From an optimization exercise on the open Yosys and OpenROAD flow, aimed at small area, a short achievable clock period and few clock cycles; shortcuts taken in it are not production practice.
Function was checked by simulation only, so behaviour that the tests miss may differ from the original.
Power is estimated from default activity; no workload was simulated.

==> design/flow/design.v <==
module dc_a222oi (
    input  logic a1, a2, b1, b2, c1, c2,
    output logic y
);
    assign y = ~((a1 & a2) | (b1 & b2) | (c1 & c2));
endmodule
module dc_nand2 (
    input  logic a, b,
    output logic y
);
    assign y = ~(a & b);
endmodule
module dc_nand3 (
    input  logic a, b, c,
    output logic y
);
    assign y = ~(a & b & c);
endmodule
module dc_or2 (
    input  logic a, b,
    output logic y
);
    assign y = a | b;
endmodule
module dc_mux16 (
    input  logic [15:0] sel,
    input  logic [15:0] d,
    output logic        y
);
    logic [5:0] t;    
    logic       n0, n1;
    for (genvar g = 0; g < 5; g++) begin : g_t
        dc_a222oi u_t (.a1(sel[3*g]),   .a2(d[3*g]),
                       .b1(sel[3*g+1]), .b2(d[3*g+1]),
                       .c1(sel[3*g+2]), .c2(d[3*g+2]), .y(t[g]));
    end
    dc_nand2 u_t5 (.a(sel[15]), .b(d[15]), .y(t[5]));
    dc_nand3 u_n0 (.a(t[0]), .b(t[1]), .c(t[2]), .y(n0));
    dc_nand3 u_n1 (.a(t[3]), .b(t[4]), .c(t[5]), .y(n1));
    dc_or2   u_y  (.a(n0), .b(n1), .y(y));
endmodule
module dc_dec16 (
    input  logic [3:0]  a,
    output logic [15:0] y
);
    always_comb begin
        for (int s = 0; s < 16; s++) y[s] = (a == 4'(s));
    end
endmodule
module dcache_top (
    input  logic                   clk,
    input  logic                   rst_n,
    input  logic                   cpu_req_valid_i,
    input  logic                   cpu_req_op_i,      
    input  logic [24-1:0]   cpu_req_tag_i,
    input  logic [4-1:0] cpu_req_index_i,
    input  logic [2-1:0]  cpu_req_wsel_i,
    input  logic [4-1:0]    cpu_req_be_i,
    input  logic [32-1:0]  cpu_req_wdata_i,
    output logic                   cpu_req_ready_o,
    output logic                   cpu_rsp_done_o,
    output logic [32-1:0]  cpu_rsp_rdata_o,
    output logic                   mem_wr_req_o,
    output logic [32-1:0]  mem_wr_addr_o,
    output logic [(4*32)-1:0]  mem_wr_line_o,
    input  logic                   mem_wr_rdy_i,
    output logic                   mem_rd_req_o,
    output logic [32-1:0]  mem_rd_addr_o,
    input  logic                   mem_rd_rdy_i,
    input  logic                   mem_rd_valid_i,
    input  logic [32-1:0]  mem_rd_data_i
);
    localparam int OFS_W  = 32 - 24 - 4;
    localparam int BYTE_W = 32 / 4;
    logic [24-1:0]  tag_mem   [2][16];
    logic [(4*32)-1:0] data_mem  [2][16];
    logic [16-1:0]   dirty_mem [2];
    logic [16-1:0]   valid_q   [2];
    logic [16-1:0]   lru_q;                
    logic [2:0]              state_q;
    logic [2:0]              state_d;
    logic                    req_op_q;
    logic [24-1:0]    req_tag_q;
    logic [4-1:0]  req_index_q;
    logic [2-1:0]   req_wsel_q;
    logic [4-1:0]     req_be_q;
    logic [32-1:0]   req_wdata_q;
    logic [2-1:0]   cnt_q;              
    logic                    hit_q;
    logic                    hit_way_q;
    logic                    vway_q;             
    logic                    victim_q;           
    logic                    vdirty_q;           
    logic [24-1:0]    vtag_q;
    logic [(4*32)-1:0]   vline_q;
    logic [32-1:0]   word_q    [2];  
    logic                    rdy_q;              
    logic                    lh_q;               
    logic                    b3_q;               
    logic                    wrq_q;              
    logic                    rdq_q;              
    logic                    selm_q;             
    logic s_idle, s_look, s_wb, s_rd, s_burst;
    assign s_idle  = (state_q == 3'd0);
    assign s_look  = (state_q == 3'd1);
    assign s_wb    = (state_q == 3'd2);
    assign s_rd    = (state_q == 3'd3);
    assign s_burst = (state_q == 3'd4);
    logic look_hit, look_miss, refill_wr, last_word, done, ready, accept;
    assign look_hit  = s_look && hit_q;
    assign look_miss = s_look && !hit_q;
    assign refill_wr = s_burst && mem_rd_valid_i;
    assign last_word = refill_wr && (cnt_q == 2'd3);
    assign done      = look_hit || last_word;
    assign ready     = s_idle || done;
    assign accept    = ready && cpu_req_valid_i;
    logic rd_hs;
    assign rd_hs  = rdq_q && mem_rd_rdy_i;
    always_comb begin
        state_d = state_q;
        case (state_q)
            3'd0:  if (cpu_req_valid_i) state_d = 3'd1;
            3'd1: begin
                if (hit_q)               state_d = cpu_req_valid_i ? 3'd1 : 3'd0;
                else if (vdirty_q)       state_d = mem_wr_rdy_i ? 3'd3 : 3'd2;
                else                     state_d = mem_rd_rdy_i ? 3'd4 : 3'd3;
            end
            3'd2:    if (mem_wr_rdy_i) state_d = 3'd3;
            3'd3:    if (mem_rd_rdy_i) state_d = 3'd4;
            3'd4: if (last_word)    state_d = cpu_req_valid_i ? 3'd1 : 3'd0;
            default:     state_d = 3'd0;
        endcase
    end
    logic hit_new, vdirty_new;
    logic [2-1:0] cnt_d;
    always_ff @(posedge clk or negedge rst_n) begin
        if (!rst_n) begin
            state_q <= 3'd0;
            rdy_q   <= 1'b1;
            lh_q    <= 1'b0;
            b3_q    <= 1'b0;
            wrq_q   <= 1'b0;
            rdq_q   <= 1'b0;
            selm_q  <= 1'b0;
        end else begin
            state_q <= state_d;
            rdy_q   <= (state_d == 3'd0) || ((state_d == 3'd1) && hit_new);
            lh_q    <= (state_d == 3'd1) && hit_new;
            b3_q    <= (state_d == 3'd4) && (cnt_d == 2'd3);
            wrq_q   <= (state_d == 3'd2) || ((state_d == 3'd1) && !hit_new && vdirty_new);
            rdq_q   <= (state_d == 3'd3) || ((state_d == 3'd1) && !hit_new && !vdirty_new);
            selm_q  <= (state_d == 3'd4) && (req_wsel_q == 2'd3);
        end
    end
    always_ff @(posedge clk) begin
        if (accept) begin
            req_op_q    <= cpu_req_op_i;
            req_tag_q   <= cpu_req_tag_i;
            req_index_q <= cpu_req_index_i;
            req_wsel_q  <= cpu_req_wsel_i;
            req_be_q    <= cpu_req_be_i;
            req_wdata_q <= cpu_req_wdata_i;
        end
        if (s_look) begin
            victim_q <= vway_q;
        end
        cnt_q <= cnt_d;
    end
    assign cnt_d = rd_hs ? 2'd0 : refill_wr ? cnt_q + 2'd1 : cnt_q;
    logic                  wr_data_en;
    logic                  wr_way;
    logic [2-1:0] wr_word;
    logic [4-1:0]   wr_be;
    logic [32-1:0] wr_data;
    logic                  used_way;
    logic                  cur_victim;
    assign wr_data_en = (look_hit && req_op_q) || refill_wr;
    assign used_way   = s_look ? hit_way_q : victim_q;
    assign wr_way     = used_way;
    assign cur_victim = s_look ? vway_q : victim_q;
    assign wr_word    = s_look ? req_wsel_q : cnt_q;
    always_comb begin
        for (int b = 0; b < 4; b++) begin
            wr_be[b] = s_burst || req_be_q[b];
            wr_data[b*BYTE_W +: BYTE_W] =
                (req_op_q && req_be_q[b] && wr_word == req_wsel_q) ?
                    req_wdata_q[b*BYTE_W +: BYTE_W] : mem_rd_data_i[b*BYTE_W +: BYTE_W];
        end
    end
    always_ff @(posedge clk) begin
        for (int w = 0; w < 2; w++) begin
            for (int b = 0; b < 4; b++) begin
                if (wr_data_en && wr_way == 1'(w) && wr_be[b]) begin
                    data_mem[w][req_index_q][wr_word*32 + b*BYTE_W +: BYTE_W] <=
                        wr_data[b*BYTE_W +: BYTE_W];
                end
            end
            if (rd_hs && cur_victim == 1'(w)) begin
                tag_mem[w][req_index_q]   <= req_tag_q;
                dirty_mem[w][req_index_q] <= req_op_q;
            end else if (look_hit && req_op_q && hit_way_q == 1'(w)) begin
                dirty_mem[w][req_index_q] <= 1'b1;
            end
        end
    end
    always_ff @(posedge clk or negedge rst_n) begin
        if (!rst_n) begin
            for (int w = 0; w < 2; w++) valid_q[w] <= '0;
            lru_q <= '0;
        end else begin
            for (int w = 0; w < 2; w++) begin
                if (rd_hs && cur_victim == 1'(w)) valid_q[w][req_index_q] <= 1'b1;
            end
            if (done) lru_q[req_index_q] <= ~used_way;    
        end
    end
    logic                   lk_new;
    logic [4-1:0] lk_index;
    logic [24-1:0]   lk_tag;
    logic [2-1:0]  lk_wsel;
    assign lk_new   = s_idle || s_burst || look_hit;
    assign lk_index = lk_new ? cpu_req_index_i : req_index_q;
    assign lk_tag   = lk_new ? cpu_req_tag_i   : req_tag_q;
    assign lk_wsel  = lk_new ? cpu_req_wsel_i  : req_wsel_q;
    logic [16-1:0] lk_sel;
    logic [16-1:0] lk_tsel;
    dc_dec16 u_dec_d (.a(lk_index), .y(lk_sel));
    dc_dec16 u_dec_t (.a(lk_index), .y(lk_tsel));
    logic [2-1:0]   rd_valid;
    logic [2-1:0]   rd_dirty;
    logic [2-1:0]   rd_hit;
    logic [24-1:0]  rd_tag  [2];
    logic [(4*32)-1:0] rd_line [2];
    logic [32-1:0] rd_word [2];
    for (genvar w = 0; w < 2; w++) begin : g_rd
        logic [16-1:0] vcol, dcol;
        always_comb begin
            for (int s = 0; s < 16; s++) begin
                vcol[s] = valid_q[w][s];
                dcol[s] = dirty_mem[w][s];
            end
        end
        dc_mux16 u_v (.sel(lk_tsel), .d(vcol), .y(rd_valid[w]));
        dc_mux16 u_d (.sel(lk_tsel), .d(dcol), .y(rd_dirty[w]));
        for (genvar i = 0; i < 24; i++) begin : g_tag
            logic [16-1:0] col;
            always_comb begin
                for (int s = 0; s < 16; s++) col[s] = tag_mem[w][s][i];
            end
            dc_mux16 u_m (.sel(lk_tsel), .d(col), .y(rd_tag[w][i]));
        end
        for (genvar i = 0; i < (4*32); i++) begin : g_line
            logic [16-1:0] col;
            always_comb begin
                for (int s = 0; s < 16; s++) col[s] = data_mem[w][s][i];
            end
            dc_mux16 u_m (.sel(lk_sel), .d(col), .y(rd_line[w][i]));
        end
    end
    always_comb begin
        for (int w = 0; w < 2; w++) begin
            rd_word[w] = rd_line[w][lk_wsel*32 +: 32];
            rd_hit[w]  = rd_valid[w] && (rd_tag[w] == lk_tag);
        end
    end
    logic rd_lru, victim_new;
    assign rd_lru     = (done && cpu_req_index_i == req_index_q) ? ~used_way : lru_q[lk_index];
    assign victim_new = !rd_valid[0] ? 1'b0 : !rd_valid[1] ? 1'b1 : rd_lru;
    logic                  fwd;
    logic [32-1:0] lk_word [2];
    assign fwd = wr_data_en && lk_new &&
                 (cpu_req_index_i == req_index_q) && (cpu_req_tag_i == req_tag_q) &&
                 (cpu_req_wsel_i == wr_word);
    always_comb begin
        for (int w = 0; w < 2; w++) begin
            lk_word[w] = rd_word[w];
            for (int b = 0; b < 4; b++) begin
                if (fwd && wr_way == 1'(w) && wr_be[b]) begin
                    lk_word[w][b*BYTE_W +: BYTE_W] = wr_data[b*BYTE_W +: BYTE_W];
                end
            end
        end
    end
    assign hit_new    = rd_hit[0] || rd_hit[1];
    assign vdirty_new = victim_new ? (rd_valid[1] && rd_dirty[1]) : (rd_valid[0] && rd_dirty[0]);
    always_ff @(posedge clk) begin
        hit_q     <= hit_new;
        hit_way_q <= rd_hit[1];                      
        vdirty_q  <= vdirty_new;
        vtag_q    <= rd_tag[victim_new];
        vline_q   <= rd_line[victim_new];
        for (int w = 0; w < 2; w++) begin
            if (!s_burst || last_word) begin
                word_q[w] <= lk_word[w];
            end else if (refill_wr && cnt_q == req_wsel_q) begin
                word_q[w] <= mem_rd_data_i;
            end
        end
        vway_q    <= victim_new;
    end
    assign cpu_req_ready_o = rdy_q || (b3_q && mem_rd_valid_i);
    assign cpu_rsp_done_o  = lh_q  || (b3_q && mem_rd_valid_i);
    assign cpu_rsp_rdata_o = selm_q ? mem_rd_data_i : word_q[hit_way_q];
    assign mem_wr_req_o  = wrq_q;
    assign mem_wr_addr_o = {vtag_q, req_index_q, {OFS_W{1'b0}}};
    assign mem_wr_line_o = vline_q;
    assign mem_rd_req_o  = rdq_q;
    assign mem_rd_addr_o = {req_tag_q, req_index_q, {OFS_W{1'b0}}};
endmodule
==> design/flow/run.sh <==
#!/bin/bash
# synth_recipe.tcl (not shown) runs the flow's synth.tcl, then flattens the netlist and writes it again
# the make line also repeats each setting of config.mk as NAME=value (left out here)
make -C /OpenROAD-flow-scripts/flow DESIGN_CONFIG=/design/flow/config.mk WORK_HOME=/design/flow/orfs CLKGATE_MAP_FILE= SYNTH_SCRIPT=/design/flow/synth_recipe.tcl finish
==> design/flow/config.mk <==
export PLATFORM = sky130hd
export DESIGN_NAME = dcache_top
export DESIGN_NICKNAME = dcache_top
export VERILOG_FILES = /design/flow/design.v
export SDC_FILE = /design/flow/constraint.sdc
export NUM_CORES = 4
export LEC_CHECK = 0
export CAP_MARGIN = 20
export CORE_MARGIN = 2
export CORE_UTILIZATION = 50
export SETUP_SLACK_MARGIN = 5
export SLEW_MARGIN = 20
export SYNTH_HIERARCHICAL = 1
==> design/flow/constraint.sdc <==
create_clock -name core_clock -period 9.0 [get_ports {clk}]
set_input_delay 1.8000 -clock core_clock [delete_from_list [all_inputs] [get_ports {clk}]]
set_output_delay 1.8000 -clock core_clock [all_outputs]
set_load 0.01 [all_outputs]
==> out/metrics.yaml, run 1 <==
setup_path:
  critPathArrivalTime_ps: 5760
  critPathMaxFanout: 46
  end_kind: "flip-flop"
  start_kind: "primary input"
  crit_required_ps: 10000
  crit_type: "in2reg"
routing:
  via_per_inst: 6.95
  drt-initial-drc-count: 24033
  routedWlPerCell_microns: 39.3
  drc_errors: 0
  ant_nets: 0
  routed_wl_microns: 667000
  num_vias: 117777
  first_pass_iters: 15
synthesis:
  synth_edf_count: 5027
  synth.distinct_cells: 58
  async_reset_ff_share_pct: 1.09
  synth-seq-cells: 5243
  synthCells: 9983
  ys_seq_area_share_pct: 81.9
  avgSynthCellArea_sq_um: 19.0
  synth_warnings: 20
  syn_area_sq_um: 190000
  synthFlopType: "edfxtp_1"
floorplanning:
  start_util_pct: 50.2
  core_sq_um: 379000
  row_count: 226
  die_w_microns: 620
  dieHeight_microns: 620
  die_area_sq_um: 385000
  io_pins: 333
final_layout:
  register_area_sq_um: 156000
  final_core_util_pct: 61.2
  multi_input_area_sq_um: 38100
  stdcell_count: 16956
  nFillCells: 26550
  area_growth_pct: 22.0
  fin_nets: 11583
  drive_gt1_share_pct: 23.4
sta:
  min_period_ps: 4760
  hold_viol: 0
  fmax_ghz: 0.210
  timing.slew.headroom_pct: 9.96
  worstMarginPinSlew_ps: 1350
  finalSetupViolCount: 0
  fin_skew_ps: 61.8
  rsz0062_at_grt: "true"
  finalMaxSlewViolations: 0
  layout_setup_ws_ps: 4240
  fin_crit_sh_pct: 52.8
power_and_ir_drop:
  vdd.ir_drop.worst_mv: 0.276
  power.density_nw_per_um2: 308
  power.total_w: 0.0713
  p_leak_nw: 79.2
grt:
  grt_antenna_before_repair: 39
  grt-ovfl-total: 0
  grtUsageTotal_pct: 33.7
  grt_start_max_net_pins: 126
  grt_pass1_wl_microns: 897000
  first_global_vias: 111446
clock_tree:
  clock_path_buffers: 4
  clk-insertion-delay-late_ps: 1080
  cts_htree_levels: 6
  postCtsHoldBufs: 0
  cts_sinks: 5243
  clockRootBuffer: "clkbuf_16"
  clk_pin_slew_ps: 60
  cts_buffers: 539
  cts_tree: "built"
placement:
  gp_congestion: 0.895
  dp_hpwl_microns: 347000
  dp_cells: 15474
  io_buffers: 324
  pre_cts_slack_ps: 1380
worst_hold_path:
  hp-class: "reg2reg"
run:
  drv_cap: 0
outcome:
  status: "no timing/DRC/antenna violations"
-- worst paths after layout --
kind,start,endpoint,slack [ps],depth (start not counted)
min,valid_q[0][14],valid_q[0][14],480,1
max in group asynchronous,rst_n,selm_q,7510,2
max reg2reg,state_q[2],word_q[1][23],4250,20
min reg2reg,valid_q[0][14],valid_q[0][14],480,1
min in group asynchronous,rst_n,lh_q,900,2
max,cpu_req_index_i[3],rdy_q,4240,14
-- layer usage --
| metal | vias up | track usage [%] | wire length, microns |
|---|---|---|---|
| met1 | 60268 | 43.9 | 231000 |
| li1 | 46594 | - | - |
| met5 | - | 0 | 84 |
| met4 | 14 | 20.0 | 46800 |
| met2 | 9202 | 52.3 | 307000 |
| met3 | 1699 | 7.41 | 82200 |
-- cells in the final DEF (no fill, tap or decap), drive strengths merged, types with 19 or more instances in the layout --
cell,synthesis,routed
o21bai,28,28
bufbuf,0,33
dfrtp,56,56
edfxtp,5027,5027
dfxtp,159,159
a21oi,85,85
clkbuf,139,741
mux2i,169,169
clkinv,0,184
buf,62,789
or2,315,315
xor2,58,58
nor2,731,737
clkdlybuf4s50,0,224
diode,0,31
nor3,31,31
xnor2,27,27
nand3,634,634
mux4,66,66
a222oi,1540,1540
nand2,460,460
o21ai,68,68
inv,11,34
dlygate4sd2,0,44
bufinv,0,30
and4bb,12,19
mux2,188,196
-- cells by family after synthesis --
| family | share of synthesized area [%] |
|---|---|
| and+or+nand+nor | 5.57 |
| other | 0.00197 |
| buffers and inverters | 0.523 |
| DFF | 81.9 |
| xor gates and xnor gates | 0.392 |
| adders and majority gates | 0.0461 |
| AOI/OAI and AO/OA | 8.78 |
| muxes | 2.79 |
-- stage by stage --
| stage | TNS (ps) | hold slack (ps) | area [sq um] |
|---|---|---|---|
| after floorplan | -50980 | 427 | 190000 |
| final | 0 | 475 | 232000 |
| after global placement | 0 | 458 | 202000 |
| after global routing | 0 | 493 | 232000 |
| after CTS | 0 | 471 | 230000 |
| after detailed placement | 0 | 461 | 202000 |
-- worst max-delay path, cell delays in order --
cell and delay [ps]:
clkdlybuf4s15_2 410, mux2_8 400, and4bb_4 310, buf_12 190, a222oi_1 570, nand3_1 260
or2_1 290, xnor2_1 160, nor4_1 370, nand3_1 240, o22ai_4 260, buf_12 170
and2_4 150, or2_1 90
-- state kept, by name (all words and copies together), names as in the netlist, 16 cells and up --
| register | count |
|---|---|
| valid_q | 32 |
| req_tag_q | 24 |
| tag_mem | 768 |
| dirty_mem | 32 |
| lru_q | 16 |
| vline_q | 128 |
| word_q | 64 |
| data_mem | 4096 |
| req_wdata_q | 32 |
| vtag_q | 24 |
-- where the power goes --
group | leakage [nW] | total, W | internal (W) | switching [W]
sequential | 52.2 | 0.0289 | 0.0282 | 0.000736
combinational | 18.7 | 0.0208 | 0.00848 | 0.0123
clock | 8.26 | 0.0217 | 0.0124 | 0.00932
-- per-module statistics from Yosys, one instance, submodules excluded, excerpt --
module | flip-flops and latches | cell area (sq um)
dc_a222oi | 0 | 10.0
dc_dec16 | 0 | 277
dc_nand2 | 0 | 3.75
dc_nand3 | 0 | 5.00
dc_or2 | 0 | 6.26
dcache_top | 5243 | 168000
-- Yosys cell counts, types with 8 or more instances --
| master | number | area (sq um) |
|---|---|---|
| edfxtp_1 | 5027 | 151000 |
| and4b_1 | 8 | 80.1 |
| dfrtp_1 | 56 | 1400 |
| inv_1 | 11 | 41.3 |
| nand3_1 | 634 | 3170 |
| o21bai_1 | 28 | 210 |
| clkbuf_1 | 139 | 522 |
| xnor2_1 | 27 | 236 |
| a222oi_1 | 1540 | 15400 |
| dfxtp_1 | 159 | 3180 |
| buf_1 | 17 | 63.8 |
| mux4_2 | 66 | 1490 |
| nand4_1 | 15 | 93.8 |
| buf_2 | 14 | 70.1 |
| or2_1 | 309 | 1930 |
| nor2b_1 | 8 | 50.1 |
| mux2i_1 | 168 | 1680 |
| nor2_1 | 723 | 2710 |
| nor4b_4 | 8 | 190 |
| nor2_2 | 8 | 50.1 |
| nand2_1 | 460 | 1730 |
| nor3_1 | 31 | 155 |
| mux2_1 | 69 | 777 |
| mux2_2 | 119 | 1340 |
| nor4_1 | 11 | 68.8 |
| a21o_1 | 10 | 75.1 |
| a22o_1 | 13 | 114 |
| and4bb_1 | 10 | 125 |
| buf_6 | 17 | 191 |
| xor2_1 | 58 | 508 |
| buf_4 | 14 | 105 |
| a21oi_1 | 84 | 420 |
| o21ai_0 | 68 | 340 |
-- layout make-up --
| type | count | area share [%] |
|---|---|---|
| inverters | 11 | 0.0367 |
| clock buffers | 734 | 6.38 |
| repair inverters | 2 | 0.0108 |
| well taps | 5016 | 2.71 |
| flip-flops and latches | 5243 | 67.1 |
| diodes | 31 | 0.0335 |
| clock inverters | 245 | 0.935 |
| repair buffers | 1109 | 6.32 |
| multi-input cells | 4565 | 16.4 |
-- repair_timing --
action | in CTS | in global routing
pin swaps | 445 | 152
gates cloned | 165 | 8
gates resized for setup | 1565 | 208
endpoints found under the hold margin | 0 | 0
setup buffers | 252 | 47
setup endpoints to repair | 7583 | 2099
Testbench counts, summed over its fixed seeds: cycles 70,153.
==> run 2: changes to the inputs <==
--- a/design/flow/design.v
+++ b/design/flow/design.v
@@ -47,6 +47,59 @@
         for (int s = 0; s < 16; s++) y[s] = (a == 4'(s));
     end
 endmodule
+module dc_xor2 (
+    input  logic a, b,
+    output logic y
+);
+    assign y = a ^ b;
+endmodule
+module dc_nor4 (
+    input  logic a, b, c, d,
+    output logic y
+);
+    assign y = ~(a | b | c | d);
+endmodule
+module dc_nor3b (
+    input  logic a, b, c_n,
+    output logic y
+);
+    assign y = ~(a | b | ~c_n);
+endmodule
+module dc_hit24 (
+    input  logic [23:0] a,
+    input  logic [23:0] b,
+    input  logic        v,
+    output logic        y
+);
+    logic [23:0] x;
+    logic [5:0]  g;
+    logic [1:0]  n;
+    for (genvar i = 0; i < 24; i++) begin : g_x
+        dc_xor2 u_x (.a(a[i]), .b(b[i]), .y(x[i]));
+    end
+    for (genvar j = 0; j < 6; j++) begin : g_g
+        dc_nor4 u_g (.a(x[4*j]), .b(x[4*j+1]), .c(x[4*j+2]), .d(x[4*j+3]), .y(g[j]));
+    end
+    dc_nand3 u_n0 (.a(g[0]), .b(g[1]), .c(g[2]), .y(n[0]));
+    dc_nand3 u_n1 (.a(g[3]), .b(g[4]), .c(g[5]), .y(n[1]));
+    dc_nor3b u_y  (.a(n[0]), .b(n[1]), .c_n(v), .y(y));
+endmodule
+module dc_a22oi (
+    input  logic a1, a2, b1, b2,
+    output logic y
+);
+    assign y = ~((a1 & a2) | (b1 & b2));
+endmodule
+module dc_mux4 (
+    input  logic [3:0] sel,
+    input  logic [3:0] d,
+    output logic       y
+);
+    logic [1:0] t;
+    dc_a22oi u_t0 (.a1(sel[0]), .a2(d[0]), .b1(sel[1]), .b2(d[1]), .y(t[0]));
+    dc_a22oi u_t1 (.a1(sel[2]), .a2(d[2]), .b1(sel[3]), .b2(d[3]), .y(t[1]));
+    dc_nand2 u_y  (.a(t[0]), .b(t[1]), .y(y));
+endmodule
 module dcache_top (
     input  logic                   clk,
     input  logic                   rst_n,
@@ -100,6 +153,8 @@
     logic                    wrq_q;              
     logic                    rdq_q;              
     logic                    selm_q;             
+    logic                    rsel_q;             
+    logic                    lknew_q;            
     logic s_idle, s_look, s_wb, s_rd, s_burst;
     assign s_idle  = (state_q == 3'd0);
     assign s_look  = (state_q == 3'd1);
@@ -142,6 +197,7 @@
             wrq_q   <= 1'b0;
             rdq_q   <= 1'b0;
             selm_q  <= 1'b0;
+            lknew_q <= 1'b1;
         end else begin
             state_q <= state_d;
             rdy_q   <= (state_d == 3'd0) || ((state_d == 3'd1) && hit_new);
@@ -150,6 +206,8 @@
             wrq_q   <= (state_d == 3'd2) || ((state_d == 3'd1) && !hit_new && vdirty_new);
             rdq_q   <= (state_d == 3'd3) || ((state_d == 3'd1) && !hit_new && !vdirty_new);
             selm_q  <= (state_d == 3'd4) && (req_wsel_q == 2'd3);
+            lknew_q <= (state_d == 3'd0) || (state_d == 3'd4) ||
+                       ((state_d == 3'd1) && hit_new);
         end
     end
     always_ff @(posedge clk) begin
@@ -218,13 +276,17 @@
     logic [4-1:0] lk_index;
     logic [24-1:0]   lk_tag;
     logic [2-1:0]  lk_wsel;
-    assign lk_new   = s_idle || s_burst || look_hit;
+    assign lk_new   = lknew_q;
     assign lk_index = lk_new ? cpu_req_index_i : req_index_q;
     assign lk_tag   = lk_new ? cpu_req_tag_i   : req_tag_q;
     assign lk_wsel  = lk_new ? cpu_req_wsel_i  : req_wsel_q;
-    logic [16-1:0] lk_sel;
+    logic [16-1:0] lk_sel [2][2];   
     logic [16-1:0] lk_tsel;
-    dc_dec16 u_dec_d (.a(lk_index), .y(lk_sel));
+    for (genvar w = 0; w < 2; w++) begin : g_dec
+        for (genvar h = 0; h < 2; h++) begin : g_h
+            dc_dec16 u_dec_d (.a(lk_index), .y(lk_sel[w][h]));
+        end
+    end
     dc_dec16 u_dec_t (.a(lk_index), .y(lk_tsel));
     logic [2-1:0]   rd_valid;
     logic [2-1:0]   rd_dirty;
@@ -254,15 +316,24 @@
             always_comb begin
                 for (int s = 0; s < 16; s++) col[s] = data_mem[w][s][i];
             end
-            dc_mux16 u_m (.sel(lk_sel), .d(col), .y(rd_line[w][i]));
+            dc_mux16 u_m (.sel(lk_sel[w][i / ((4*32) / 2)]), .d(col), .y(rd_line[w][i]));
         end
     end
+    logic [4-1:0] lk_wsel_oh;
     always_comb begin
-        for (int w = 0; w < 2; w++) begin
-            rd_word[w] = rd_line[w][lk_wsel*32 +: 32];
-            rd_hit[w]  = rd_valid[w] && (rd_tag[w] == lk_tag);
+        for (int k = 0; k < 4; k++) lk_wsel_oh[k] = (lk_wsel == 2'(k));
+    end
+    for (genvar w = 0; w < 2; w++) begin : g_word
+        for (genvar i = 0; i < 32; i++) begin : g_b
+            dc_mux4 u_m (.sel(lk_wsel_oh),
+                         .d({rd_line[w][3*32 + i], rd_line[w][2*32 + i],
+                             rd_line[w][32 + i],   rd_line[w][i]}),
+                         .y(rd_word[w][i]));
         end
     end
+    for (genvar w = 0; w < 2; w++) begin : g_hit
+        dc_hit24 u_hit (.a(rd_tag[w]), .b(lk_tag), .v(rd_valid[w]), .y(rd_hit[w]));
+    end
     logic rd_lru, victim_new;
     assign rd_lru     = (done && cpu_req_index_i == req_index_q) ? ~used_way : lru_q[lk_index];
     assign victim_new = !rd_valid[0] ? 1'b0 : !rd_valid[1] ? 1'b1 : rd_lru;
@@ -286,6 +357,7 @@
     always_ff @(posedge clk) begin
         hit_q     <= hit_new;
         hit_way_q <= rd_hit[1];                      
+        rsel_q    <= rd_hit[1] && lk_new;
         vdirty_q  <= vdirty_new;
         vtag_q    <= rd_tag[victim_new];
         vline_q   <= rd_line[victim_new];
@@ -300,7 +372,7 @@
     end
     assign cpu_req_ready_o = rdy_q || (b3_q && mem_rd_valid_i);
     assign cpu_rsp_done_o  = lh_q  || (b3_q && mem_rd_valid_i);
-    assign cpu_rsp_rdata_o = selm_q ? mem_rd_data_i : word_q[hit_way_q];
+    assign cpu_rsp_rdata_o = selm_q ? mem_rd_data_i : word_q[rsel_q];
     assign mem_wr_req_o  = wrq_q;
     assign mem_wr_addr_o = {vtag_q, req_index_q, {OFS_W{1'b0}}};
     assign mem_wr_line_o = vline_q;
--- a/design/flow/config.mk
+++ b/design/flow/config.mk
@@ -8,6 +8,8 @@
 export CAP_MARGIN = 20
 export CORE_MARGIN = 2
 export CORE_UTILIZATION = 50
+export CTS_CLUSTER_DIAMETER = 100
+export CTS_CLUSTER_SIZE = 20
 export SETUP_SLACK_MARGIN = 5
 export SLEW_MARGIN = 20
 export SYNTH_HIERARCHICAL = 1
==> run 2 against run 1 <==
Combinational power is 23% higher. Critical path depth is 2 higher. Wire length up 9.1%. Area after synthesis is 0.54% higher. Still clean. Hold slack better by 13 ps.
==> out/metrics.yaml, run 2 <==
outcome:
  status: "no timing/DRC/antenna violations"
routing:
  routed_wl_microns: 728000
  num_vias: 121838
  first_pass_iters: 14
  drc_errors: 0
  drt-initial-drc-count: 27132
  ant_nets: 0
  routedWlPerCell_microns: 42.9
  via_per_inst: 7.19
setup_path:
  cp_cell_sequence: "buf_8 > mux2i_4 > buf_12 > buf_8 > clkinvlp_4 > buf_12 > buf_12 > nor4b_4 > buf_12 > buf_16 > a222oi_1 > nand3_1 > or2_4 > a22oi_2 > nand2_1 > a221o_1"
  critPathMaxFanout: 8
  worst-path-buf-inv: 8
  crit_type: "in2reg"
  critPathSlowestCell: "a22oi_2"
  critPathArrivalTime_ps: 5590
  crit_top_cell: "buf_12"
  r2r_end: "word_q[0][18]"
  r2r_start: "lknew_q"
  crit_required_ps: 9740
  start_kind: "primary input"
  r2r.worst_path.cells: 15
  reg2reg_slack_ps: 4330
  slowest_delay_ps: 680
  end_kind: "flip-flop"
  path_delay_family: "compound AO/OA/AOI/OAI gates"
synthesis:
  yosysMostFrequentCell: "edfxtp_1"
  yosysTopAreaCell: "edfxtp_1"
  synth.distinct_cells: 66
  async_reset_ff_share_pct: 1.11
  synth_common_cells: "edfxtp_1, a222oi_1, nor2_1, nand3_1, nand2_1"
  ys_seq_area_share_pct: 81.5
  synthFlopType: "edfxtp_1"
  yosys-top-cells-area: "edfxtp_1, a222oi_1, nand3_1"
  synthCells: 10140
  synth_warnings: 20
  synth_edf_count: 5027
  synth-seq-cells: 5245
  avgSynthCellArea_sq_um: 18.8
  syn_area_sq_um: 191000
  synth_top_area_share_pct: 79.0
run:
  drv_cap: 0
worst_hold_path:
  hp-start: "valid_q[1][3]"
  hp-class: "reg2reg"
  hold_depth: 1
  holdPathEnd: "valid_q[1][3]"
placement:
  io_buffers: 324
  gp_congestion: 0.925
  dp_hpwl_microns: 397000
  dp_cells: 15638
  pre_cts_slack_ps: 1190
grt:
  gr-usage-met1_pct: 47.3
  first_global_vias: 112898
  met2_usage_pct: 52.6
  grt_antenna_before_repair: 57
  grt-ovfl-total: 0
  grt_start_max_net_pins: 68
  grt.busiest_layer: "met2"
  grt_pass1_wl_microns: 949000
  gr-usage-met3_pct: 10.6
  grtUsageTotal_pct: 35.7
final_layout:
  stdcell_count: 16942
  top_register: "data_mem"
  layout_commonest_cell: "edfxtp_1"
  reg_top3: "data_mem (4096), tag_mem (768), vline_q (128)"
  drive_gt1_share_pct: 23.8
  fin_nets: 11773
  final_cell_mix: "edfxtp_1, a222oi_1, nand3_1"
  largest_register_ffs: 4096
  nFillCells: 27208
  area_growth_pct: 19.4
power_and_ir_drop:
  power.density_nw_per_um2: 301
  vdd.ir_drop.worst_mv: 0.209
  p_leak_nw: 70.9
sta:
  hold_viol: 0
  finalMaxSlewViolations: 0
  rsz0062_at_grt: "true"
  fin_hold_ws_ps: 488
  min_period_ps: 4850
  timing.slew.headroom_pct: 15.4
  fmax_ghz: 0.206
  worstMarginPinSlew_ps: 1260
  finalSetupViolCount: 0
  setup_tns_ps: 0
  fin_skew_ps: 69.1
  layout_setup_ws_ps: 4150
  fin_crit_sh_pct: 53.9
floorplanning:
  dieHeight_microns: 622
  start_util_pct: 50.3
  core_sq_um: 379000
  row_count: 226
  io_pins: 333
  die_w_microns: 622
  die_area_sq_um: 387000
clock_tree:
  clk-insertion-delay-late_ps: 990
  cts_htree_levels: 5
  cts_tree: "built"
  clockRootBuffer: "clkbuf_16"
  cts_sinks: 5245
  cts_buffers: 301
  clk_pin_slew_ps: 90
  clock_path_buffers: 4
  postCtsHoldBufs: 0
run 2: changes by cell type after synthesis, sizes merged, moves of 27 or more:
cell and change:
mux2i -94, nand3 +37, a22oi +126, buf +27, mux4 -64, a21oi -43, a221o +64, nor2 +27
run 2: what timing repair did:
action                                  in CTS  in global routing
resized for setup                         1358                416
pin swaps                                  748                426
gates cloned                               170                 33
buffers inserted                           413                118
endpoints found under the setup margin    7276               1876
run 2: kinds of logic (layout without fill, tap and decap cells):
group                      Yosys count  count (layout)  synth area share (%)
adders and majority gates            7               7                0.0459
DFF                               5245            5245                  81.5
and+or+nand+nor                   2408            2452                  6.22
muxes                              257             257                  1.48
other                                1              53               0.00196
AOI/OAI and AO/OA                 1910            1911                  9.80
buffers and inverters              227            1916                 0.599
xor gates and xnor gates            85              85                 0.390
run 2: metrics by stage:
step	total power, W	area, sq um	utilization [%]
floorplan	0.0380	192000	-
global placement	0.0462	204000	53.8
detailed placement	0.0463	204000	53.8
CTS	0.0660	225000	59.3
global route	0.0695	228000	60.1
finish	0.0687	228000	60.1
run 2: layout make-up:
cell class	instances	area (sq um)	share of cell area [%]
clock buffers	501	8450	3.71
multi-input cells	4720	39500	17.3
inverters	16	120	0.0527
well taps	5016	6280	2.75
flip-flops and latches	5245	156000	68.2
repair inverters	12	251	0.110
clock inverters	22	236	0.104
diodes	45	113	0.0494
repair buffers	1365	17500	7.69
run 2: how the worst max path moves through the flow:
stage / slack [ps] / end / depth (start not counted) / from
after floorplan: 3260 / vline_q[40] / 14 / cpu_req_index_i[1]
after global placement: 1230 / rdy_q / 15 / cpu_req_index_i[1]
after detailed placement: 1190 / rdy_q / 15 / cpu_req_index_i[1]
after CTS: 4450 / cpu_rsp_rdata_o[0] / 6 / rsel_q
after global routing: 4300 / wrq_q / 18 / cpu_req_index_i[1]
final: 4150 / word_q[0][18] / 16 / cpu_req_index_i[1]
run 2: Yosys stat by module, one instance, submodules excluded, excerpt:
module      times used  cells
dc_a222oi         1540      1
dc_a22oi           128      1
dc_dec16             5     20
dc_nand2           372      1
dc_nand3           620      1
dc_nor3b             2      1
dc_nor4             12      1
dc_or2             308      1
dc_xor2             48      1
dcache_top           1   7010
run 2: routing by layer:
metal	wire length, microns	vias up	part of all wire (%)
met3	112000	1750	15
met5	207	-	0.028
met1	247000	62287	34
met2	315000	10635	43
met4	52700	22	7.2
li1	-	47144	-
run 2: where the power goes:
part / total, W / switching (W) / internal [W]
combinational: 0.0255 / 0.0152 / 0.0104
sequential: 0.0288 / 0.000776 / 0.0280
clock: 0.0143 / 0.00785 / 0.00649
total: 0.0687 / 0.0238 / 0.0449
Testbench counts of run 2, summed over its fixed seeds: cycles 70,153.
==> run 3: changes to the inputs <==
--- a/design/flow/design.v
+++ b/design/flow/design.v
@@ -125,8 +125,8 @@
 );
     localparam int OFS_W  = 32 - 24 - 4;
     localparam int BYTE_W = 32 / 4;
-    logic [24-1:0]  tag_mem   [2][16];
-    logic [(4*32)-1:0] data_mem  [2][16];
+    logic [2*16*24-1:0]  tag_r;
+    logic [2*16*(4*32)-1:0] data_r;
     logic [16-1:0]   dirty_mem [2];
     logic [16-1:0]   valid_q   [2];
     logic [16-1:0]   lru_q;                
@@ -138,7 +138,9 @@
     logic [2-1:0]   req_wsel_q;
     logic [4-1:0]     req_be_q;
     logic [32-1:0]   req_wdata_q;
-    logic [2-1:0]   cnt_q;              
+    logic [16-1:0]     set_oh_q;           
+    logic [4-1:0]    wsel_oh_q;          
+    logic [4-1:0]    cnt_q;              
     logic                    hit_q;
     logic                    hit_way_q;
     logic                    vway_q;             
@@ -165,7 +167,7 @@
     assign look_hit  = s_look && hit_q;
     assign look_miss = s_look && !hit_q;
     assign refill_wr = s_burst && mem_rd_valid_i;
-    assign last_word = refill_wr && (cnt_q == 2'd3);
+    assign last_word = refill_wr && cnt_q[3];
     assign done      = look_hit || last_word;
     assign ready     = s_idle || done;
     assign accept    = ready && cpu_req_valid_i;
@@ -187,7 +189,7 @@
         endcase
     end
     logic hit_new, vdirty_new;
-    logic [2-1:0] cnt_d;
+    logic [4-1:0]  cnt_d;
     always_ff @(posedge clk or negedge rst_n) begin
         if (!rst_n) begin
             state_q <= 3'd0;
@@ -202,7 +204,7 @@
             state_q <= state_d;
             rdy_q   <= (state_d == 3'd0) || ((state_d == 3'd1) && hit_new);
             lh_q    <= (state_d == 3'd1) && hit_new;
-            b3_q    <= (state_d == 3'd4) && (cnt_d == 2'd3);
+            b3_q    <= (state_d == 3'd4) && cnt_d[3];
             wrq_q   <= (state_d == 3'd2) || ((state_d == 3'd1) && !hit_new && vdirty_new);
             rdq_q   <= (state_d == 3'd3) || ((state_d == 3'd1) && !hit_new && !vdirty_new);
             selm_q  <= (state_d == 3'd4) && (req_wsel_q == 2'd3);
@@ -218,46 +220,68 @@
             req_wsel_q  <= cpu_req_wsel_i;
             req_be_q    <= cpu_req_be_i;
             req_wdata_q <= cpu_req_wdata_i;
+            for (int k = 0; k < 16; k++)  set_oh_q[k]  <= (cpu_req_index_i == 4'(k));
+            for (int k = 0; k < 4; k++) wsel_oh_q[k] <= (cpu_req_wsel_i == 2'(k));
         end
         if (s_look) begin
             victim_q <= vway_q;
         end
         cnt_q <= cnt_d;
     end
-    assign cnt_d = rd_hs ? 2'd0 : refill_wr ? cnt_q + 2'd1 : cnt_q;
+    assign cnt_d = rd_hs ? 4'(1) : refill_wr ? {cnt_q[4-2:0], cnt_q[4-1]} : cnt_q;
     logic                  wr_data_en;
     logic                  wr_way;
-    logic [2-1:0] wr_word;
+    logic                  word_match;           
     logic [4-1:0]   wr_be;
     logic [32-1:0] wr_data;
     logic                  used_way;
     logic                  cur_victim;
-    assign wr_data_en = (look_hit && req_op_q) || refill_wr;
+    logic                  store_hit;
+    logic [2-1:0]   st_way, rf_way;
+    logic [4-1:0]   wk_en [2][4];   
+    assign store_hit  = look_hit && req_op_q;
+    assign wr_data_en = store_hit || refill_wr;
     assign used_way   = s_look ? hit_way_q : victim_q;
     assign wr_way     = used_way;
     assign cur_victim = s_look ? vway_q : victim_q;
-    assign wr_word    = s_look ? req_wsel_q : cnt_q;
+    assign word_match = s_look || |(cnt_q & wsel_oh_q);
+    logic [4-1:0] wr_word_oh;                   
+    assign wr_word_oh = s_look ? wsel_oh_q : cnt_q;
     always_comb begin
+        for (int w = 0; w < 2; w++) begin
+            st_way[w] = store_hit && (hit_way_q == 1'(w));
+            rf_way[w] = refill_wr && (victim_q == 1'(w));
+            for (int k = 0; k < 4; k++) begin
+                for (int b = 0; b < 4; b++) begin
+                    wk_en[w][k][b] = (st_way[w] && wsel_oh_q[k] && req_be_q[b]) ||
+                                     (rf_way[w] && cnt_q[k]);
+                end
+            end
+        end
         for (int b = 0; b < 4; b++) begin
             wr_be[b] = s_burst || req_be_q[b];
             wr_data[b*BYTE_W +: BYTE_W] =
-                (req_op_q && req_be_q[b] && wr_word == req_wsel_q) ?
+                (req_op_q && req_be_q[b] && word_match) ?
                     req_wdata_q[b*BYTE_W +: BYTE_W] : mem_rd_data_i[b*BYTE_W +: BYTE_W];
         end
     end
     always_ff @(posedge clk) begin
         for (int w = 0; w < 2; w++) begin
-            for (int b = 0; b < 4; b++) begin
-                if (wr_data_en && wr_way == 1'(w) && wr_be[b]) begin
-                    data_mem[w][req_index_q][wr_word*32 + b*BYTE_W +: BYTE_W] <=
-                        wr_data[b*BYTE_W +: BYTE_W];
+            for (int s = 0; s < 16; s++) begin
+                for (int k = 0; k < 4; k++) begin
+                    for (int b = 0; b < 4; b++) begin
+                        if (set_oh_q[s] && wk_en[w][k][b]) begin
+                            data_r[(w*16 + s)*(4*32) + k*32 + b*BYTE_W +: BYTE_W] <=
+                                wr_data[b*BYTE_W +: BYTE_W];
+                        end
+                    end
+                end
+                if (set_oh_q[s] && rd_hs && cur_victim == 1'(w)) begin
+                    tag_r[(w*16 + s)*24 +: 24] <= req_tag_q;
+                    dirty_mem[w][s] <= req_op_q;
+                end else if (set_oh_q[s] && st_way[w]) begin
+                    dirty_mem[w][s] <= 1'b1;
                 end
-            end
-            if (rd_hs && cur_victim == 1'(w)) begin
-                tag_mem[w][req_index_q]   <= req_tag_q;
-                dirty_mem[w][req_index_q] <= req_op_q;
-            end else if (look_hit && req_op_q && hit_way_q == 1'(w)) begin
-                dirty_mem[w][req_index_q] <= 1'b1;
             end
         end
     end
@@ -266,10 +290,12 @@
             for (int w = 0; w < 2; w++) valid_q[w] <= '0;
             lru_q <= '0;
         end else begin
-            for (int w = 0; w < 2; w++) begin
-                if (rd_hs && cur_victim == 1'(w)) valid_q[w][req_index_q] <= 1'b1;
+            for (int s = 0; s < 16; s++) begin
+                for (int w = 0; w < 2; w++) begin
+                    if (set_oh_q[s] && rd_hs && cur_victim == 1'(w)) valid_q[w][s] <= 1'b1;
+                end
+                if (set_oh_q[s] && done) lru_q[s] <= ~used_way;    
             end
-            if (done) lru_q[req_index_q] <= ~used_way;    
         end
     end
     logic                   lk_new;
@@ -307,14 +333,14 @@
         for (genvar i = 0; i < 24; i++) begin : g_tag
             logic [16-1:0] col;
             always_comb begin
-                for (int s = 0; s < 16; s++) col[s] = tag_mem[w][s][i];
+                for (int s = 0; s < 16; s++) col[s] = tag_r[(w*16 + s)*24 + i];
             end
             dc_mux16 u_m (.sel(lk_tsel), .d(col), .y(rd_tag[w][i]));
         end
         for (genvar i = 0; i < (4*32); i++) begin : g_line
             logic [16-1:0] col;
             always_comb begin
-                for (int s = 0; s < 16; s++) col[s] = data_mem[w][s][i];
+                for (int s = 0; s < 16; s++) col[s] = data_r[(w*16 + s)*(4*32) + i];
             end
             dc_mux16 u_m (.sel(lk_sel[w][i / ((4*32) / 2)]), .d(col), .y(rd_line[w][i]));
         end
@@ -341,7 +367,7 @@
     logic [32-1:0] lk_word [2];
     assign fwd = wr_data_en && lk_new &&
                  (cpu_req_index_i == req_index_q) && (cpu_req_tag_i == req_tag_q) &&
-                 (cpu_req_wsel_i == wr_word);
+                 wr_word_oh[cpu_req_wsel_i];
     always_comb begin
         for (int w = 0; w < 2; w++) begin
             lk_word[w] = rd_word[w];
@@ -364,7 +390,7 @@
         for (int w = 0; w < 2; w++) begin
             if (!s_burst || last_word) begin
                 word_q[w] <= lk_word[w];
-            end else if (refill_wr && cnt_q == req_wsel_q) begin
+            end else if (refill_wr && |(cnt_q & wsel_oh_q)) begin
                 word_q[w] <= mem_rd_data_i;
             end
         end
==> design/flow/flow/run.sh (new file) <==
#!/bin/bash
# Layout flow: the standard ORFS flow (standard.sh, all steps unchanged)
# with one extra ORFS setting: the port buffers that global placement adds
# are a plain buffer cell (buf_4) instead of the delay-buffer cell that
# buffer_ports picks by default, so timing repair can size them like any
# other buffer. Everything ORFS prints goes to standard_flow.log here; each
# step's own log stays under orfs/logs/.
set -euo pipefail
export BUFFER_PORTS_ARGS="-buffer_cell sky130_fd_sc_hd__buf_4"
bash ./standard.sh > standard_flow.log 2>&1
==> design/flow/standard.sh (new file) <==
#!/bin/bash
# synth_recipe.tcl (not shown) runs the flow's synth.tcl, then flattens the netlist and writes it again
# the make line also repeats each setting of config.mk as NAME=value (left out here)
make -C /OpenROAD-flow-scripts/flow DESIGN_CONFIG=/design/flow/config.mk WORK_HOME=/design/flow/orfs CLKGATE_MAP_FILE= SYNTH_SCRIPT=/design/flow/synth_recipe.tcl "${@:-finish}"
removed: design/flow/run.sh
==> run 3 against run 2 <==
Maximum frequency is 4.6% higher. Cell area is 3.3% lower. Global-route usage is 3.4 points lower. Count of clock-buffer cells in the layout is 43 lower. Core utilization is 2.8 points lower. Die area is 0.92% higher. Critical path depth is 4 lower. Cell count is 3.0% lower.
==> out/metrics.yaml, run 3 <==
floorplanning:
  row_count: 228
  io_pins: 333
  start_util_pct: 50.1
  dieHeight_microns: 625
  die_area_sq_um: 391000
  die_w_microns: 625
  core_sq_um: 385000
routing:
  first_pass_iters: 12
  routed_wl_microns: 674000
  drt-initial-drc-count: 24974
  via_per_inst: 7.06
  routedWlPerCell_microns: 41.0
  drc_errors: 0
  num_vias: 116051
  ant_nets: 0
synthesis:
  synth.distinct_cells: 76
  synthFlopType: "edfxtp_1"
  avgSynthCellArea_sq_um: 19.2
  yosysTopAreaCell: "edfxtp_1"
  synthCells: 10026
  ys_seq_area_share_pct: 81.1
  yosys-top-cells-area: "edfxtp_1, a222oi_1, dfxtp_1"
  synth_edf_count: 5047
  synth_top_area_share_pct: 78.6
  synth_warnings: 22
  yosysMostFrequentCell: "edfxtp_1"
  async_reset_ff_share_pct: 1.10
  syn_area_sq_um: 193000
  synth-seq-cells: 5267
  synth_common_cells: "edfxtp_1, a222oi_1, nand3_1, nand2_1, and2_1"
final_layout:
  area_growth_pct: 14.4
  register_area_sq_um: 156000
  stdcell_count: 16428
  drive_gt1_share_pct: 18.6
  top_register: "data_r"
  nFillCells: 28397
  fin_nets: 11207
  reg_top3: "data_r (4096), tag_r (768), vline_q (128)"
  largest_register_ffs: 4096
  layout_commonest_cell: "edfxtp_1"
  multi_input_area_sq_um: 38500
  final_cell_mix: "edfxtp_1, a222oi_1, nand3_1"
clock_tree:
  cts_htree_levels: 5
  clk-insertion-delay-late_ps: 980
  cts_buffers: 301
  cts_sinks: 5267
  clk_pin_slew_ps: 80
  postCtsHoldBufs: 0
  clockRootBuffer: "clkbuf_16"
  clock_path_buffers: 4
  cts_tree: "built"
sta:
  fin_hold_ws_ps: 481
  timing.slew.headroom_pct: 19.0
  fin_skew_ps: 51.9
  fin_crit_sh_pct: 51.5
  rsz0062_at_grt: "true"
  fmax_ghz: 0.216
  finalSetupViolCount: 0
  finalMaxSlewViolations: 0
  min_period_ps: 4630
  worstMarginPinSlew_ps: 1210
  hold_viol: 0
  setup_tns_ps: 0
grt:
  first_global_vias: 108019
  grt-ovfl-total: 0
  grt_start_max_net_pins: 87
  grtUsageTotal_pct: 32.3
  grt_antenna_before_repair: 84
  grt_pass1_wl_microns: 875000
setup_path:
  critPathArrivalTime_ps: 5350
  end_kind: "flip-flop"
  crit_required_ps: 9720
  cp_cell_sequence: "buf_12 > mux2i_4 > bufinv_16 > and4bb_4 > buf_4 > bufbuf_16 > a222oi_1 > nand3_1 > or2_4 > a22oi_2 > nand2_1 > a221o_1"
  critPathMaxFanout: 28
  slowest_delay_ps: 620
  critPathSlowestCell: "a22oi_2"
  start_kind: "primary input"
  reg2reg_slack_ps: 4440
  crit_type: "in2reg"
outcome:
  status: "no timing/DRC/antenna violations"
run:
  drv_cap: 0
placement:
  dp_hpwl_microns: 372000
  gp_congestion: 0.916
  dp_cells: 15441
  io_buffers: 324
worst_hold_path:
  hp-class: "reg2reg"
power_and_ir_drop:
  vdd.ir_drop.worst_mv: 0.259
  power.density_nw_per_um2: 317
  p_leak_nw: 70.6
-- run 3: changes by cell type in the layout (fill, tap and decap cells not counted), moves of 102 or more --
cell             change
nor2_4             -121
and2_1             +322
nor2_1             -167
clkdlybuf4s50_1    -239
buf_12             -102
nor2b_1            +163
nor2_2             -438
nor2b_2            +109
-- run 3: through the flow --
step | util, % | instance area, sq um | worst slack (ps) | power (W)
CTS | 56.4 | 217000 | 4530 | 0.0676
global placement | 52.7 | 203000 | 2260 | 0.0492
finish | 57.3 | 221000 | 4370 | 0.0699
floorplan | - | 193000 | 3390 | 0.0404
global route | 57.3 | 220000 | 4440 | 0.0709
detailed placement | 52.7 | 203000 | 2100 | 0.0495
-- run 3: worst paths after layout --
check                                   start            end  depth (start not counted)
min in group asynchronous               rst_n       lru_q[9]                          1
max reg2reg                           lknew_q          wrq_q                         17
min reg2reg                     valid_q[0][4]  valid_q[0][4]                          1
min                             valid_q[0][4]  valid_q[0][4]                          1
max                        cpu_req_index_i[0]  word_q[1][25]                         12
max in group asynchronous               rst_n         selm_q                          1
-- run 3: power by group --
part	total, W	switching [W]	internal (W)
Sequential	0.0307	0.00114	0.0296
Combinational	0.0250	0.0160	0.00900
Clock	0.0141	0.00772	0.00641
Total	0.0699	0.0249	0.0450
-- run 3: timing repair --
item                       CTS  global route
setup buffers              150           139
gates cloned                78            47
pin swaps                  170           397
resized for setup          646           317
setup endpoints to repair  771          1477
-- run 3: Yosys stat by module, one instance, submodules excluded, a selection --
module      copies in the design  flops+latches  cells inside
dc_a22oi                     128              0             1
dc_xor2                       48              0             1
dc_a222oi                   1540              0             1
dc_nand2                     372              0             1
dc_nor3b                       2              0             1
dcache_top                     1           5267          6896
dc_or2                       308              0             1
dc_nor4                       12              0             1
dc_nand3                     620              0             1
-- run 3: logic make-up (layout without fill, tap and decap cells) --
family          after synthesis  in the layout  share of synthesized area [%]
buf+inv                     231           1431                          0.595
compound gates             1858           1858                           9.55
flops                      5267           5267                           81.1
mux                         255            269                           1.48
simple gates               2339           2364                           6.98
other cells                   1            104                        0.00195
xor+xnor                     75             75                          0.341
-- run 3: worst max-delay path, delay by kind of cell --
| family | cells | cell delay [ps] |
|---|---|---|
| AO/OA/AOI/OAI | 3 | 1290 |
| buffers and inverters | 4 | 910 |
| multiplexers | 1 | 310 |
| AND/OR/NAND/NOR | 4 | 970 |
-- run 3: metal layers --
metal	wire (microns)	global-route usage [%]
met1	232000	42.2
met2	304000	49.5
met3	87400	7.25
met4	50800	20.3
met5	54	0
-- run 3: final cells by class --
| class | instances | area share, % |
|---|---|---|
| Sequential cell | 5267 | 70.8 |
| Multi-Input combinational cell | 4574 | 17.4 |
| Timing Repair Buffer | 926 | 4.76 |
| Clock buffer | 458 | 3.76 |
| Tap cell | 5060 | 2.87 |
| Antenna cell | 96 | 0.109 |
| Timing Repair inverter | 13 | 0.102 |
| Clock inverter | 15 | 0.0743 |
| Inverter | 19 | 0.0488 |
Testbench counts of run 3, summed over its fixed seeds: cycles 70,153.
==> run 4: changes to the inputs <==
==> design/flow/run.sh (new file) <==
#!/bin/bash
# synth_recipe.tcl (not shown) runs the flow's synth.tcl, then flattens the netlist and writes it again
# the make line also repeats each setting of config.mk as NAME=value (left out here)
make -C /OpenROAD-flow-scripts/flow DESIGN_CONFIG=/design/flow/config.mk WORK_HOME=/design/flow/orfs CLKGATE_MAP_FILE= SYNTH_SCRIPT=/design/flow/synth_recipe.tcl finish
--- a/design/flow/config.mk
+++ b/design/flow/config.mk
@@ -10,6 +10,6 @@
 export CORE_UTILIZATION = 50
 export CTS_CLUSTER_DIAMETER = 100
 export CTS_CLUSTER_SIZE = 20
-export SETUP_SLACK_MARGIN = 5
+export SETUP_SLACK_MARGIN = 4.5
 export SLEW_MARGIN = 20
 export SYNTH_HIERARCHICAL = 1
removed: design/flow/flow/run.sh
removed: design/flow/standard.sh
==> run 4 against run 3 <==
Still clean on timing, DRC and antenna. Setup slack got worse by 130 ps. First-iteration DRC count decreased by 7.6%. Sequential cell count unchanged. Cell area decreased by 0.85%. Hold slack got worse by 3.4 ps. Sequential share of layout area increased by 0.61 points. Global-route usage decreased by 0.24 points. Largest cell class unchanged. Highest routed layer unchanged.
==> out/metrics.yaml, run 4 <==
routing:
  via_per_inst: 7.00
  drt-initial-drc-count: 23083
  routed_wl_microns: 664000
  drc_errors: 0
  num_vias: 114751
  ant_nets: 0
  first_pass_iters: 11
  routedWlPerCell_microns: 40.5
synthesis:
  synth.distinct_cells: 76
  yosysTopAreaCell: "edfxtp_1"
  synth_top_area_share_pct: 78.6
  synth_warnings: 22
  synth_edf_count: 5047
  synth_common_cells: "edfxtp_1, a222oi_1, nand3_1, nand2_1, and2_1"
  avgSynthCellArea_sq_um: 19.2
  yosys-top-cells-area: "edfxtp_1, a222oi_1, dfxtp_1"
  synthFlopType: "edfxtp_1"
  ys_seq_area_share_pct: 81.1
  synthCells: 10026
  yosysMostFrequentCell: "edfxtp_1"
  async_reset_ff_share_pct: 1.10
  syn_area_sq_um: 193000
  synth-seq-cells: 5267
clock_tree:
  cts_buffers: 302
  clockRootBuffer: "clkbuf_16"
  clock_path_buffers: 4
  cts_sinks: 5267
  cts_tree: "built"
  clk-insertion-delay-late_ps: 980
  cts_htree_levels: 5
  clk_pin_slew_ps: 80
sta:
  worstMarginPinSlew_ps: 1220
  fmax_ghz: 0.210
  timing.slew.headroom_pct: 18.7
  hold_viol: 0
  min_period_ps: 4770
  fin_crit_sh_pct: 53.0
  finalMaxSlewViolations: 0
  rsz0062_at_grt: "true"
  fin_skew_ps: 66.3
  finalSetupViolCount: 0
  setup_tns_ps: 0
final_layout:
  reg_top3: "data_r (4096), tag_r (768), vline_q (128)"
  layout_commonest_cell: "edfxtp_1"
  fin_nets: 11107
  area_growth_pct: 13.4
  fin_area_sq_um: 219000
  largest_register_ffs: 4096
  final_cell_mix: "edfxtp_1, a222oi_1, nand3_1"
  drive_gt1_share_pct: 13.7
  top_register: "data_r"
worst_hold_path:
  hold_depth: 1
  holdPathEnd: "valid_q[1][6]"
  hp-start: "valid_q[1][6]"
  hp-class: "reg2reg"
setup_path:
  critPathArrivalTime_ps: 5460
  critPathMaxFanout: 17
  end_kind: "flip-flop"
  r2r.worst_path.cells: 18
  r2r_start: "lknew_q"
  crit_start: "cpu_req_index_i[2]"
  crit_type: "in2reg"
  start_kind: "primary input"
  r2r_end: "rdy_q"
  reg2reg_slack_ps: 4380
  crit_required_ps: 9690
placement:
  dp_hpwl_microns: 375000
  place_area_sq_um: 204000
  gp_congestion: 0.932
  io_buffers: 324
grt:
  grt_pass1_wl_microns: 870000
  grtUsageTotal_pct: 32.1
  grt_antenna_before_repair: 79
  grt_start_max_net_pins: 88
  grt-ovfl-total: 0
  first_global_vias: 107505
power_and_ir_drop:
  vdd.ir_drop.worst_mv: 0.240
  power.total_w: 0.0677
  power.density_nw_per_um2: 310
  p_leak_nw: 69.0
outcome:
  status: "no timing/DRC/antenna violations"
floorplanning:
  row_count: 228
  die_area_sq_um: 391000
  dieHeight_microns: 625
  io_pins: 333
  die_w_microns: 625
  core_sq_um: 385000
  start_util_pct: 50.1
run:
  drv_cap: 0
==> run 4: cell counts after synthesis <==
Identical to the previous run, type by type.
==> run 4: logic make-up after synthesis <==
| group | count (synthesis) | share of synthesized area (%) |
|---|---|---|
| mux | 255 | 1.48 |
| compound gates | 1858 | 9.55 |
| xor+xnor | 75 | 0.341 |
| buf+inv | 231 | 0.595 |
| other cells | 1 | 0.00195 |
| simple gates | 2339 | 6.98 |
| flops | 5267 | 81.1 |
==> run 4: critical path, cell delays in order <==
cell and delay [ps]:
buf_6 100, buf_8 130, mux2_8 380, buf_16 170, buf_4 140, buf_12 140, and4bb_4 310, a222oi_1 480
nand3_1 250, or2_4 340, a22oi_2 810, nand2_1 130, o311ai_1 130, nand3b_1 110
==> run 4: per-layer routing <==
metal	vias up	routed length (microns)	track usage, %
met4	20	48500	20.3
li1	45658	-	-
met5	-	548	0.148
met2	8459	309000	50.0
met3	1354	78900	6.40
met1	59260	227000	41.5
==> run 4: worst max-delay path by stage <==
| stage | endpoint |
|---|---|
| after CTS | cpu_rsp_rdata_o[8] |
| after global placement | wrq_q |
| after floorplan | vline_q[103] |
| after detailed placement | vline_q[46] |
| final | word_q[0][1] |
| after global routing | wrq_q |
==> run 4: report_power, final <==
group	switching (W)	internal, W	leakage [nW]	total (W)
clock network	0.00780	0.00654	4.15	0.0143
logic	0.0149	0.00774	17.3	0.0226
registers	0.00116	0.0296	47.6	0.0307
total	0.0239	0.0438	69.0	0.0677
==> run 4: cell type report <==
type                            count  area (sq um)
Antenna cell                      153           383
Clock buffer                      469          8480
Clock inverter                     14           165
Fill cell                       28777        166000
Inverter                           19           108
Multi-Input combinational cell   4559         37100
Sequential cell                  5267        156000
Tap cell                         5060          6330
Timing Repair Buffer              845          9690
Timing Repair inverter              8           136
==> run 4: per-module statistics from Yosys (local to each module, per instance), excerpt <==
module,copies in the design,flip-flops and latches
dc_dec16,5,0
dc_nand2,372,0
dc_or2,308,0
dc_xor2,48,0
dcache_top,1,5267
dc_a22oi,128,0
dc_nor3b,2,0
dc_a222oi,1540,0
dc_nand3,620,0
dc_nor4,12,0
==> run 4: timing repair <==
item                                    4_1_cts  5_1_grt
hold buffers                                  0        0
gates resized for setup                     470      269
pin swaps                                   130      260
cloned                                       49       37
endpoints found under the setup margin      271      147
setup buffers                               114       78
==> run 4: per-stage QoR <==
| step | utilization (%) | instances | hold slack [ps] | setup WS (ps) |
|---|---|---|---|---|
| CTS | 56.1 | 16122 | 474 | 4240 |
| global route | 56.8 | 16283 | 487 | 4220 |
| global placement | 53.0 | 15471 | 450 | 1720 |
| floorplan | - | 10033 | 438 | 3390 |
| detailed placement | 53.0 | 15476 | 454 | 1830 |
| finish | 56.8 | 16394 | 478 | 4230 |

==> re-timing with driven ports <==
In the flow no input, the clock included, has a driving cell. The finished layouts below were timed again as built, in two steps.
Step 1 assumes that a clkbuf_16 drives the clock port and a buf_2 every other input.
Step 2 times the ports against the registers' clock, not the clock port: input delays grow and output delays shrink by t, the midpoint of the rising clock arrivals with the driver on.
a / b / c = no drivers / after step 1 / after step 2; a / b = the first two.
run | shift t [ns] | slack for setup (ns) | worst data-port slew with drivers (ns)
run 1 | 1.157 | 4.244 / 4.221 / 3.163 | 0.06
run 2 | 1.081 | 4.151 / 4.191 / 3.111 | 0.12
run 3 | 1.078 | 4.366 / 4.362 / 3.284 | 0.28
run 4 | 1.070 | 4.234 / 4.320 / 3.251 | 0.28
After both steps every run listed still meets setup and hold. The setup slack of run 3, which loses most, moves by -0.004 ns with the drivers and by -1.082 ns with both steps.
